This design comes from an exercise in tuning for small area and a short achievable clock period on the open sky130 flow, not from production work. RTL that was checked went through simulation tests only; none was proved equivalent to the original. No driver is modelled on the clock port, so clock power and skew are understated where the tree is cut down; a real chip needs a root buffer or a tree. Power figures rest on the tool's default switching activity, not on a simulated workload.

== job 4309 ==
// scoreboard_ctrl
module scoreboard_ctrl (
    input  logic                      clk,
    input  logic                      rst,
    input  sb_pkg::inst_t             inst,
    input  logic                      inst_valid,
    input  logic [sb_pkg::num_fu-1:0] fu_done,
    output logic                      issue_ack,
    output logic [sb_pkg::num_fu-1:0] ro_en,
    output sb_pkg::fu_op_t            ro_op,
    output sb_pkg::reg_idx_t          rs1_ctrl,
    output sb_pkg::reg_idx_t          rs2_ctrl,
    output logic                      reg_write,
    output sb_pkg::fu_id_t            wb_fu,
    output sb_pkg::reg_idx_t          rd_ctrl
);
Settings: LEC_CHECK=0, CAP_MARGIN=20, CORE_MARGIN=2, CORE_UTILIZATION=65, SETUP_SLACK_MARGIN=1.5, SLEW_MARGIN=20; clock period 4.5 ns.
standard.sh (not shown) runs the stock make flow with config.mk's settings and CLKGATE_MAP_FILE= SYNTH_SCRIPT=/design/flow/synth_recipe.tcl, a recipe that flattens the netlist after the stock synthesis.
==> flow/flow/run.sh <==
#!/bin/bash
# Standard ORFS layout with two changes: the port buffers are plain buffers
# instead of the delay cells buffer_ports picks on its own, and the clock tree
# uses smaller clock buffers and no dummy balancing loads.
set -euo pipefail
export BUFFER_PORTS_ARGS="-buffer_cell sky130_fd_sc_hd__buf_2"
export CTS_ARGS="-sink_clustering_enable -repair_clock_nets -dont_use_dummy_load -buf_list sky130_fd_sc_hd__clkbuf_4 -sink_clustering_size 30"
bash standard.sh > make.log 2>&1
No stage failed in job 4309, and the final checks on the layout all came back clean.
--- input diff job 4309..job 3596 ---
--- a/flow/flow/run.sh
+++ b/flow/flow/run.sh
@@ -7 +7 @@
-export CTS_ARGS="-sink_clustering_enable -repair_clock_nets -dont_use_dummy_load -buf_list sky130_fd_sc_hd__clkbuf_4 -sink_clustering_size 30"
+export CTS_ARGS="-sink_clustering_enable -repair_clock_nets -dont_use_dummy_load -buf_list sky130_fd_sc_hd__clkbuf_8 -sink_clustering_size 30"
Notes after the runs:
- Between job 4309 and job 3596, detail-routed via count per cell is lower for job 4309, job 3596 comes in above that.
- Final estimated routing congestion in global placement across job 4309 and job 3596: no real change.
- Clock-net power: job 3596 > job 4309
- Taking job 4309 as the reference point, the via count of job 3596 rises by 28.
- Changes observed in job 3596 relative to job 4309: wire length of the first global-routing pass has increased, post-layout minimum cycle time lower.
#### Input delta (job 5681 over job 3596)
- a change of SETUP_SLACK_MARGIN from 1.5 to 2.0
- Power of job 5681 exceeds that of job 3596 slightly.
- Compared with job 3596, job 5681 shows a wire length that is 5.8% higher.
- ro_op[1] as the worst setup path endpoint was reported by job 3596, and ro_op[3] by job 5681.
- Comparing the two runs side by side, job 5681 comes out behind job 3596 on final area.
- Comparing job 3596 and job 5681, the higher worst vdd rail ir drop was measured on job 5681.
- Number of ordinary and repair buffers in the finished layout: job 5681 > job 3596
No run of this note included a check of the RTL's function; only the layout flow was run.

---

scoreboard_ctrl, a different RTL version from the one above (not shown whole).
Size: roughly 130 flip-flops, roughly 68 I/O pins, roughly 6800 um^2 of cells after synthesis.
// scoreboard_ctrl
module scoreboard_ctrl (
    input  logic                      clk,
    input  logic                      rst,
    input  sb_pkg::inst_t             inst,
    input  logic                      inst_valid,
    input  logic [sb_pkg::num_fu-1:0] fu_done,
    output logic                      issue_ack,
    output logic [sb_pkg::num_fu-1:0] ro_en,
    output sb_pkg::fu_op_t            ro_op,
    output sb_pkg::reg_idx_t          rs1_ctrl,
    output sb_pkg::reg_idx_t          rs2_ctrl,
    output logic                      reg_write,
    output sb_pkg::fu_id_t            wb_fu,
    output sb_pkg::reg_idx_t          rd_ctrl
);
Settings: LEC_CHECK=0, CAP_MARGIN=20, CORE_MARGIN=2, CORE_UTILIZATION=70, SETUP_SLACK_MARGIN=1.5, SLEW_MARGIN=20; clock period 4.5 ns.
==> flow/flow/run.sh <==
#!/bin/bash
# Standard ORFS layout with two changes: the port buffers are plain buffers
# instead of the delay cells buffer_ports picks on its own, and the clock tree
# uses smaller clock buffers and no dummy balancing loads.
set -euo pipefail
export BUFFER_PORTS_ARGS="-buffer_cell sky130_fd_sc_hd__buf_2"
export CTS_ARGS="-sink_clustering_enable -repair_clock_nets -dont_use_dummy_load -buf_list sky130_fd_sc_hd__clkbuf_8 -sink_clustering_size 30"
bash standard.sh > make.log 2>&1
Next try:
SETUP_SLACK_MARGIN = 1.8   (was 1.5)
- clock-buffer cell count is unchanged
- die area does not change
- final area rises by 1.6%
- worst setup slack is better by 0.087 ns
Next try:
CORE_UTILIZATION = 65   (was 70)
SETUP_SLACK_MARGIN = 1.5   (was 1.8)
=>
- register-to-register slack loses 0.30 ns
- cell count goes up by 0.38%
- worst setup slack gets worse by 0.13 ns
- wire length fell by 3.7%
- final area is lower by 1.5%
- sequential power is about the same
- global-route usage shrinks by 3.4 points
No functional check of the RTL was part of any run of this note.

---

Setup of run 1:
Another version of the RTL of scoreboard_ctrl (not shown whole).
For scale: ~120 flip-flops.
clock: 4.5 ns
lec_check: 0
cap_margin: 20
core_margin: 2
core_utilization: 70
setup_slack_margin: 2.05
slew_margin: 20
==> flow/flow/run.sh <==
#!/bin/bash
# Standard ORFS layout with these changes:
#  - the port buffers are plain buffers instead of the delay cells
#    buffer_ports picks on its own;
#  - the clock tree is a balanced two-level tree built by flow/manual_cts.tcl
#    (one root buffer, one leaf buffer per group of nearby flops), in place of
#    TritonCTS's H-tree; the rest of the CTS step (legalisation, timing
#    repair) runs unchanged.
set -euo pipefail
here=$(pwd)
export BUFFER_PORTS_ARGS="-buffer_cell sky130_fd_sc_hd__buf_2"
export PRE_CTS_TCL="$here/flow/manual_cts.tcl"
export MCTS_CLK=clk
export MCTS_ROOT=sky130_fd_sc_hd__clkbuf_8
export MCTS_LEAF=sky130_fd_sc_hd__clkbuf_8
export MCTS_NLEAF=8
bash standard.sh > make.log 2>&1
==> flow/flow/manual_cts.tcl <==
# Replaces clock_tree_synthesis with a small two-level clock tree: one root
# buffer next to the clock's loads, driving one leaf buffer per group of flops;
# the flops are grouped by position so each leaf drives a compact cluster.
proc clock_tree_synthesis {args} {
  set block [ord::get_db_block]
  set db [ord::get_db]
  set leaf_master [$db findMaster $::env(MCTS_LEAF)]
  set root_master [$db findMaster $::env(MCTS_ROOT)]
  set nleaf $::env(MCTS_NLEAF)
  set clk [$block findNet $::env(MCTS_CLK)]
  set sinks {}
  foreach it [$clk getITerms] {
    if {[$it isInputSignal]} { lappend sinks $it }
  }
  # group the sinks: sort by x into columns, each column by y into cells
  set pts {}
  foreach it $sinks {
    set inst [$it getInst]
    set loc [$inst getLocation]
    lappend pts [list [lindex $loc 0] [lindex $loc 1] $it]
  }
  set n [llength $pts]
  set ncol [expr {int(ceil(sqrt($nleaf)))}]
  set nrow [expr {int(ceil(double($nleaf) / $ncol))}]
  set pts [lsort -integer -index 0 $pts]
  set groups {}
  set per_col [expr {int(ceil(double($n) / $ncol))}]
  for {set c 0} {$c < $ncol} {incr c} {
    set col [lsort -integer -index 1 [lrange $pts [expr {$c*$per_col}] [expr {($c+1)*$per_col-1}]]]
    set m [llength $col]
    if {$m == 0} continue
    set per_row [expr {int(ceil(double($m) / $nrow))}]
    for {set r 0} {$r < $nrow} {incr r} {
      set g [lrange $col [expr {$r*$per_row}] [expr {($r+1)*$per_row-1}]]
      if {[llength $g]} { lappend groups $g }
    }
  }
  # root buffer at the centroid of all sinks
  set sx 0; set sy 0
  foreach p $pts { incr sx [lindex $p 0]; incr sy [lindex $p 1] }
  set rx [expr {$sx / $n}]; set ry [expr {$sy / $n}]
  set root [odb::dbInst_create $block $root_master clkbuf_root]
  $root setLocation $rx $ry
  $root setPlacementStatus PLACED
  set rnet [odb::dbNet_create $block clknet_root]
  $rnet setSigType CLOCK
  [$root findITerm A] connect $clk
  [$root findITerm X] connect $rnet
  set i 0
  foreach g $groups {
    set gx 0; set gy 0
    foreach p $g { incr gx [lindex $p 0]; incr gy [lindex $p 1] }
    set gx [expr {$gx / [llength $g]}]; set gy [expr {$gy / [llength $g]}]
    set leaf [odb::dbInst_create $block $leaf_master clkbuf_leaf_$i]
    $leaf setLocation $gx $gy
    $leaf setPlacementStatus PLACED
    set lnet [odb::dbNet_create $block clknet_leaf_$i]
    $lnet setSigType CLOCK
    [$leaf findITerm A] connect $rnet
    [$leaf findITerm X] connect $lnet
    foreach p $g {
      set it [lindex $p 2]
      $it disconnect
      $it connect $lnet
    }
    puts "manual cts: leaf $i drives [llength $g] sinks"
    incr i
  }
  puts "manual cts: $n sinks, $i leaf buffers"
  detailed_placement
  set_propagated_clock [all_clocks]
}
Run 1: all stages complete, timing, DRC and antenna checks passed
## Diff of input files: run 2 against run 1
- SETUP_SLACK_MARGIN: 2.05 -> 2.0
- CORE_UTILIZATION: 70 -> 65
==> comparison <==
Run 2 closes out successfully: all stages finished, all timing, DRC and antenna checks passed.
In summary, run 1 completed successfully, with a layout that passed the timing, design-rule and antenna checks.
Per the comparison of run 2 with run 1, worst-skew pair later-pin latency saw little to no change; minimum clock period went up.
Compared with run 1, in run 2 clock skew shows no meaningful change; sequential share of layout area shows an increase of 1.2 points; worst path setup slack after routing shows a reduction of 0.0081 ns; clock-pin slew on the worst setup and hold paths shows no meaningful change.
Run 2 against run 1: relative area change from synthesis to final layout saw a decrease; peak ir drop on the vdd network saw a decrease; part of the cycle the worst path needs saw an increase; total of flip-flops plus latches after synthesis saw little to no change; global-route usage saw a decrease.
Setup changes, run 2 to run 3
- setting PLACE_DENSITY to 0.7 for the first time
- changing CORE_UTILIZATION from 65 to 70
--- outcome ---
Changes observed in run 3 relative to run 2: footprint of the multi-input gates up about 0.35%, clock period minus final worst setup slack went down, die area decreased by about 7% relative to the old numbers.
Setup changes, run 3 to run 4
- changing CORE_UTILIZATION from 70 to 72
- removing PLACE_DENSITY (formerly 0.7)
The flow did not stop early for run 4: all stages ran, and the layout cleared the timing, design-rule and antenna checks.
Re initial core utilization: run 3 and run 4 aren't equal, and the higher value belongs to run 4.
Net count of the mapped netlist: run 3 vs run 4 identical
Run 4 vs run 3, clock period minus final worst setup slack went up by 0.0089 ns.
[compare] base=run 3 new=run 4: internal reg-to-reg setup slack stayed essentially flat, total wire length after detailed routing rose by 710 um.
Run 4 vs. run 3: part of the power in the clock network went down by 0.3 points.
Run 4 vs run 3 on full die area: run 4 is the lower one.
The standard cells in run 4 occupy more silicon area than those in run 3 do.
The total power density per cell area reported for run 4 is greater than that of run 3 by about 0.54%.
Against run 3, achievable frequency in run 4 fell slightly.
diff inputs: run 4 => run 5
- a change of CORE_UTILIZATION from 72 to 70
-- flow/flow/run.sh --
<<< run 4, line 16
export MCTS_NLEAF=8
>>> run 5, line 16
export MCTS_NLEAF=6
- Run 5 reports a lower total routing usage reported by global routing than run 4 does.
- Power share of the sequential group in run 5 vs run 4: up 1.0 points
- [compare] base=run 4 new=run 5: post-layout instance area has decreased; estimated wirelength of the detail-placed design decreased 1.4%; placed standard-cell area now sits higher; combinational power held steady.
No run of this note takes its clock network from TritonCTS; it comes from the design's own scripts or RTL.

[static timing again, ports no longer ideal]
The flow's constraints put no driver on any port. The routed layouts listed below were extracted and timed again, unchanged, in two steps.
Step 1: set_driving_cell puts a clkbuf_16 on clk and a buf_2 on each other input, an assumption about the parent block.
Step 2 times the ports against the registers' clock, not the clock port: input delays grow and output delays shrink by t, the midpoint of the rising clock arrivals with the driver on.
Three values: no drivers, after step 1, after step 2; two values: the first two.
run	t, ns	setup WS [ns]	hold WS [ns]	worst register clock-pin slew, ns
job 4309	0.584	1.691 / 1.658 / 1.170	0.488 / 0.479 / 0.488	0.10 / 0.10
job 3596	0.477	1.718 / 1.682 / 1.347	0.476 / 0.476 / 0.476	0.07 / 0.07
job 5681	0.477	1.854 / 1.817 / 1.571	0.496 / 0.496 / 0.496	0.08 / 0.08
the first run of note 2	0.471	1.683 / 1.697 / 1.226	0.476 / 0.476 / 0.476	0.07 / 0.07
the second run of note 2	0.456	1.770 / 1.760 / 1.305	0.474 / 0.474 / 0.474	0.08 / 0.08
the third run of note 2	0.456	1.644 / 1.658 / 1.204	0.476 / 0.476 / 0.476	0.08 / 0.08
run 1	0.427	2.026 / 2.030 / 1.605	0.446 / 0.446 / 0.446	0.09 / 0.09
run 2	0.441	2.018 / 1.999 / 1.589	0.443 / 0.443 / 0.443	0.09 / 0.09
run 3	0.421	2.049 / 2.019 / 1.624	0.449 / 0.449 / 0.449	0.09 / 0.09
run 4	0.434	2.041 / 2.013 / 1.619	0.449 / 0.449 / 0.449	0.09 / 0.09
run 5	0.423	2.035 / 2.000 / 1.627	0.452 / 0.452 / 0.452	0.12 / 0.12
After both steps setup and hold are still met in every run listed. For job 4309, which loses most, drivers alone change the setup slack by -0.033 ns; drivers and shift together by -0.521 ns.
